From an optimization exercise on the open Yosys and OpenROAD flow, aimed at small area; shortcuts taken in it are not production practice.
The RTL was checked by simulation tests, not by an equivalence proof against the original design.
No activity file was given, so power comes from the tool's default toggle rates. The flow treats the clock pin as an ideal source, which a real chip does not have.

== old ==
==> flow/design.v (excerpt) <==
module dmem_responder #(
  parameter int DEPTH   = 32,   
  parameter int LATENCY = 2     
) (
  input  logic        clk,
  input  logic        reset,
  input  logic        req_valid,
  output logic        req_ready,
  input  logic        req_write,
  input  logic [31:0] req_addr,
  input  logic [31:0] req_wdata,
  input  logic [3:0]  req_be,
  output logic        resp_valid,
  input  logic        resp_ready,
  output logic [31:0] resp_rdata,
  output logic        resp_err
);
  localparam int AW = $clog2(DEPTH);
  localparam int NW = LATENCY - 1;
  logic          resp_q;             
  logic [NW-1:0] wait_q;             
  logic          idle;
  logic          accept;
  assign idle       = ~resp_q & ~(|wait_q);
  assign req_ready  = idle & ~reset;
  assign accept     = req_valid & req_ready;
  assign resp_valid = resp_q;
  always_ff @(posedge clk) begin
    for (int i = 0; i < NW; i++) begin
      if (reset)       wait_q[i] <= 1'b0;
      else if (i == 0) wait_q[i] <= accept;
      else             wait_q[i] <= wait_q[(i == 0) ? 0 : i - 1];
    end
  end
  always_ff @(posedge clk) begin
    if (reset) resp_q <= 1'b0;
    else       resp_q <= wait_q[NW-1] | (resp_q & ~resp_ready);
  end
  logic [1:0]    clr_q;
  logic          clr;                
  logic          clr_rd;             
  always_ff @(posedge clk) begin
    clr_q <= {clr_q[0], reset};
  end
  assign clr    = reset | (|clr_q);
  assign clr_rd = |clr_q;
  logic          in_err;
  logic          in_ld;
  assign in_err = (|req_addr[1:0]) | (|req_addr[31:AW+2]);
  assign in_ld  = ~req_write & ~in_err;
  logic [AW-1:0] rot_q;              
  always_ff @(posedge clk) begin
    if (reset) rot_q <= '0;
    else       rot_q <= rot_q + AW'(1);
  end
  ...
Size: about 3000 cells after synthesis, about 1100 flip-flops, about 110 I/O pins, roughly 32000 sq um of cells after synthesis.
==> module dmem_responder, before the edit <==
module dmem_responder #(
  parameter int DEPTH   = 32,   
  parameter int LATENCY = 2     
) (
  input  logic        clk,
  input  logic        reset,
  input  logic        req_valid,
  output logic        req_ready,
  input  logic        req_write,
  input  logic [31:0] req_addr,
  input  logic [31:0] req_wdata,
  input  logic [3:0]  req_be,
  output logic        resp_valid,
  input  logic        resp_ready,
  output logic [31:0] resp_rdata,
  output logic        resp_err
);
  localparam int AW = $clog2(DEPTH);
  localparam int NW = LATENCY - 1;
  logic          resp_q;             
  logic [NW-1:0] wait_q;             
  logic          idle;
  logic          accept;
  assign idle       = ~resp_q & ~(|wait_q);
  assign req_ready  = idle & ~reset;
  assign accept     = req_valid & req_ready;
  assign resp_valid = resp_q;
  always_ff @(posedge clk) begin
    for (int i = 0; i < NW; i++) begin
      if (reset)       wait_q[i] <= 1'b0;
      else if (i == 0) wait_q[i] <= accept;
      else             wait_q[i] <= wait_q[(i == 0) ? 0 : i - 1];
    end
  end
  always_ff @(posedge clk) begin
    if (reset) resp_q <= 1'b0;
    else       resp_q <= wait_q[NW-1] | (resp_q & ~resp_ready);
  end
  logic [1:0]    clr_q;
  logic          clr;                
  logic          clr_rd;             
  always_ff @(posedge clk) begin
    clr_q <= {clr_q[0], reset};
  end
  assign clr    = reset | (|clr_q);
  assign clr_rd = |clr_q;
  logic          in_err;
  logic          in_ld;
  assign in_err = (|req_addr[1:0]) | (|req_addr[31:AW+2]);
  assign in_ld  = ~req_write & ~in_err;
  logic [AW-1:0] rot_q;              
  always_ff @(posedge clk) begin
    if (reset) rot_q <= '0;
    else       rot_q <= rot_q + AW'(1);
  end
  logic [AW-1:0] pos_q, pos;         
  logic          ld_q, ld;           
  logic          st_q;               
  logic          err_q;
  logic          late_q;             
  logic [3:0]    be_q;
  assign pos = idle ? req_addr[AW+1:2] + rot_q : pos_q;
  assign ld  = idle ? in_ld : ld_q;
  always_ff @(posedge clk) begin
    pos_q <= pos + AW'(1);
    if (idle) begin
      ld_q  <= in_ld;
      err_q <= in_err;
      be_q  <= req_be;
    end
  end
  always_ff @(posedge clk) begin
    if (reset)     st_q <= 1'b0;
    else if (idle) st_q <= req_valid & req_write & ~in_err;
  end
  assign resp_err = err_q;
  logic [31:0]      slot_q [DEPTH];
  logic [31:0]      data_q;          
  logic [DEPTH-1:0] rsel;
  logic [DEPTH-1:0] at_tap;
  genvar p, b;
  generate
    for (p = 0; p < DEPTH; p++) begin : g_slot
      localparam int S = (p == 0) ? DEPTH - 1 : p - 1;    
      localparam bit S_SRC = ((S % 3) == 0) && (S <= DEPTH - 2);
      if (S_SRC) begin : g_ins
        logic ins;
        assign ins = st_q & ~reset & (pos_q == AW'(S));
        for (b = 0; b < 4; b++) begin : g_byte
          logic load, keep;
          assign load = ins & be_q[b];
          assign keep = ~clr & ~load;
          always_ff @(posedge clk) begin
            slot_q[p][8*b +: 8] <= (slot_q[S][8*b +: 8] & {8{keep}})
                                 | (data_q[8*b +: 8] & {8{load}});
          end
        end
      end else begin : g_pass
        always_ff @(posedge clk) begin
          slot_q[p] <= slot_q[S];
        end
      end
      if (p % 2 == 0) begin : g_notap
        assign rsel[p]   = 1'b0;
        assign at_tap[p] = 1'b0;
      end else begin : g_tap
        assign at_tap[p] = (pos == AW'(p));
        assign rsel[p]   = ld & ~clr_rd & at_tap[p];
      end
    end
  endgenerate
  logic [31:0] rd;
  logic        wr;
  logic [3:0]  fwd;
  assign wr = idle & req_write;
  always_comb begin
    for (int k = 0; k < 4; k++) begin
      fwd[k] = st_q & (pos_q == pos) & be_q[k];
    end
    rd = '0;
    for (int i = 0; i < DEPTH; i++) begin
      rd = rd | (slot_q[i] & {32{rsel[i]}});
    end
    for (int k = 0; k < 4; k++) begin
      rd[8*k +: 8] = (rd[8*k +: 8] & {8{~fwd[k]}})
                   | (data_q[8*k +: 8] & {8{ld & fwd[k]}})
                   | (req_wdata[8*k +: 8] & {8{wr}});
    end
  end
  always_ff @(posedge clk) begin
    if (idle) late_q <= in_ld & ~(|at_tap);
    if (idle | (wait_q[0] & late_q)) data_q <= rd;
  end
  assign resp_rdata = data_q & {32{ld_q}};
endmodule
==> flow/config.mk <==
export PLATFORM = sky130hd
export DESIGN_NAME = dmem_responder
export DESIGN_NICKNAME = dmem_responder
export VERILOG_FILES = /design/flow/design.v
export SDC_FILE = /design/flow/constraint.sdc
export NUM_CORES = 4
export LEC_CHECK = 0
export CAP_MARGIN = 20
export CORE_MARGIN = 2
export CORE_UTILIZATION = 70
export SLEW_MARGIN = 20
export CTS_ARGS = -sink_clustering_enable -repair_clock_nets -dont_use_dummy_load -sink_clustering_size 30 -sink_clustering_max_diameter 80
export BUFFER_PORTS_ARGS = -buffer_cell sky130_fd_sc_hd__buf_1
==> flow/constraint.sdc <==
create_clock -name core_clock -period 5.0 [get_ports {clk}]
set_input_delay 1.0000 -clock core_clock [delete_from_list [all_inputs] [get_ports {clk}]]
set_output_delay 1.0000 -clock core_clock [all_outputs]
set_load 0.01 [all_outputs]
standard.sh (not shown) runs the stock make flow with config.mk's settings and CLKGATE_MAP_FILE= SYNTH_SCRIPT=/design/flow/synth_recipe.tcl, a recipe that flattens the netlist after the stock synthesis.
==> flow/flow/run.sh <==
#!/bin/bash
# Layout flow: the standard ORFS flow (standard.sh), with two changes:
#  - CTS without dummy loads (they only add area to balance the tree), with
#    the sink clustering of config.mk;
#  - port buffers use a plain small buffer instead of a delay cell.
# Each tool's full output stays in ORFS's own logs under orfs/logs/; the make
# output goes to standard.log.
set -euo pipefail
cat >> config.mk <<'EOC'
export CTS_ARGS = -sink_clustering_enable -repair_clock_nets -dont_use_dummy_load -sink_clustering_size 30 -sink_clustering_max_diameter 80
export BUFFER_PORTS_ARGS = -buffer_cell sky130_fd_sc_hd__buf_1
EOC
bash standard.sh > standard.log 2>&1
No stage failed in old, and the final checks on the layout all came back clean.
Edits applied to the flow inputs when going from old to new:
--- a/flow/design.v
+++ b/flow/design.v
@@ -38,12 +38,4 @@
     else       resp_q <= wait_q[NW-1] | (resp_q & ~resp_ready);
   end
-  logic [1:0]    clr_q;
-  logic          clr;                
-  logic          clr_rd;             
-  always_ff @(posedge clk) begin
-    clr_q <= {clr_q[0], reset};
-  end
-  assign clr    = reset | (|clr_q);
-  assign clr_rd = |clr_q;
   logic          in_err;
   logic          in_ld;
@@ -51,10 +43,12 @@
   assign in_ld  = ~req_write & ~in_err;
   logic [AW-1:0] rot_q;              
+  logic [AW-1:0] pos_q;              
+  logic [AW-1:0] pos;                
+  logic          ld;                 
   always_ff @(posedge clk) begin
     if (reset) rot_q <= '0;
     else       rot_q <= rot_q + AW'(1);
   end
-  logic [AW-1:0] pos_q, pos;         
-  logic          ld_q, ld;           
+  logic          ld_q;               
   logic          st_q;               
   logic          err_q;
@@ -77,5 +71,5 @@
   assign resp_err = err_q;
   logic [31:0]      slot_q [DEPTH];
-  logic [31:0]      data_q;          
+  logic [DEPTH-1:0] vld_q;
   logic [DEPTH-1:0] rsel;
   logic [DEPTH-1:0] at_tap;
@@ -87,16 +81,18 @@
       if (S_SRC) begin : g_ins
         logic ins;
-        assign ins = st_q & ~reset & (pos_q == AW'(S));
+        assign ins = st_q & (pos_q == AW'(S));
+        always_ff @(posedge clk) begin
+          vld_q[p] <= ~reset & (vld_q[S] | ins);
+        end
         for (b = 0; b < 4; b++) begin : g_byte
-          logic load, keep;
-          assign load = ins & be_q[b];
-          assign keep = ~clr & ~load;
+          logic we;
+          assign we = ins & (be_q[b] | ~vld_q[S]);
           always_ff @(posedge clk) begin
-            slot_q[p][8*b +: 8] <= (slot_q[S][8*b +: 8] & {8{keep}})
-                                 | (data_q[8*b +: 8] & {8{load}});
+            slot_q[p][8*b +: 8] <= we ? data_q[8*b +: 8] : slot_q[S][8*b +: 8];
           end
         end
       end else begin : g_pass
         always_ff @(posedge clk) begin
+          vld_q[p]  <= ~reset & vld_q[S];
           slot_q[p] <= slot_q[S];
         end
@@ -107,9 +103,10 @@
       end else begin : g_tap
         assign at_tap[p] = (pos == AW'(p));
-        assign rsel[p]   = ld & ~clr_rd & at_tap[p];
+        assign rsel[p]   = ld & vld_q[p] & at_tap[p];
       end
     end
   endgenerate
   logic [31:0] rd;
+  logic [31:0] data_q;
   logic        wr;
   logic [3:0]  fwd;
@@ -126,5 +123,5 @@
       rd[8*k +: 8] = (rd[8*k +: 8] & {8{~fwd[k]}})
                    | (data_q[8*k +: 8] & {8{ld & fwd[k]}})
-                   | (req_wdata[8*k +: 8] & {8{wr}});
+                   | (req_wdata[8*k +: 8] & {8{wr & req_be[k]}});
     end
   end
==> comparison <==
- Number of routed nets with antenna violations: new vs old identical
- Going from old to new, static leakage grew by more than 10%.
- On fraction of the mapped netlist area in adder cells, old tracks new almost exactly.
- new ended up with multiplexers as its combinational family with the most area after synthesis; old ended up with compound AO/OA/AOI/OAI gates.
- Looking at routed length on met1, new sits 1.1% higher than old does.
- new ends up with a post-synthesis cell type count that is 8.8% higher than in old.
- Status | old and new | clean

[re-timing with driven ports]
No port has a modelled driver above. Below, the same layouts with a new extraction and two added sets of constraints. Step 1 (the two cells are an assumption about what drives the block):
set clk [get_ports {clk}]
set_driving_cell -lib_cell sky130_fd_sc_hd__clkbuf_16 $clk
set_driving_cell -lib_cell sky130_fd_sc_hd__buf_2 [delete_from_list [all_inputs] $clk]
Step 2 also shifts input and output timing later by t, the mid clock arrival at the registers, as if the neighbouring blocks saw the same clock. Three values: ideal ports, drivers, drivers and shift; two values: the first two.
| run | t (ns) | setup slack, ns | hold WS [ns] | clock arrival spread, ns |
|---|---|---|---|---|
| old | 0.663 | 0.695 / 0.730 / 0.066 | 0.328 / 0.328 / 0.328 | 0.021 / 0.021 |
| new | 0.661 | 0.617 / 0.651 / -0.010 | 0.297 / 0.297 / 0.297 | 0.069 / 0.069 |
With both steps, setup timing fails in new, where it was met with ideal ports. For old, which loses most, drivers alone change the setup slack by +0.035 ns; drivers and shift together by -0.629 ns.
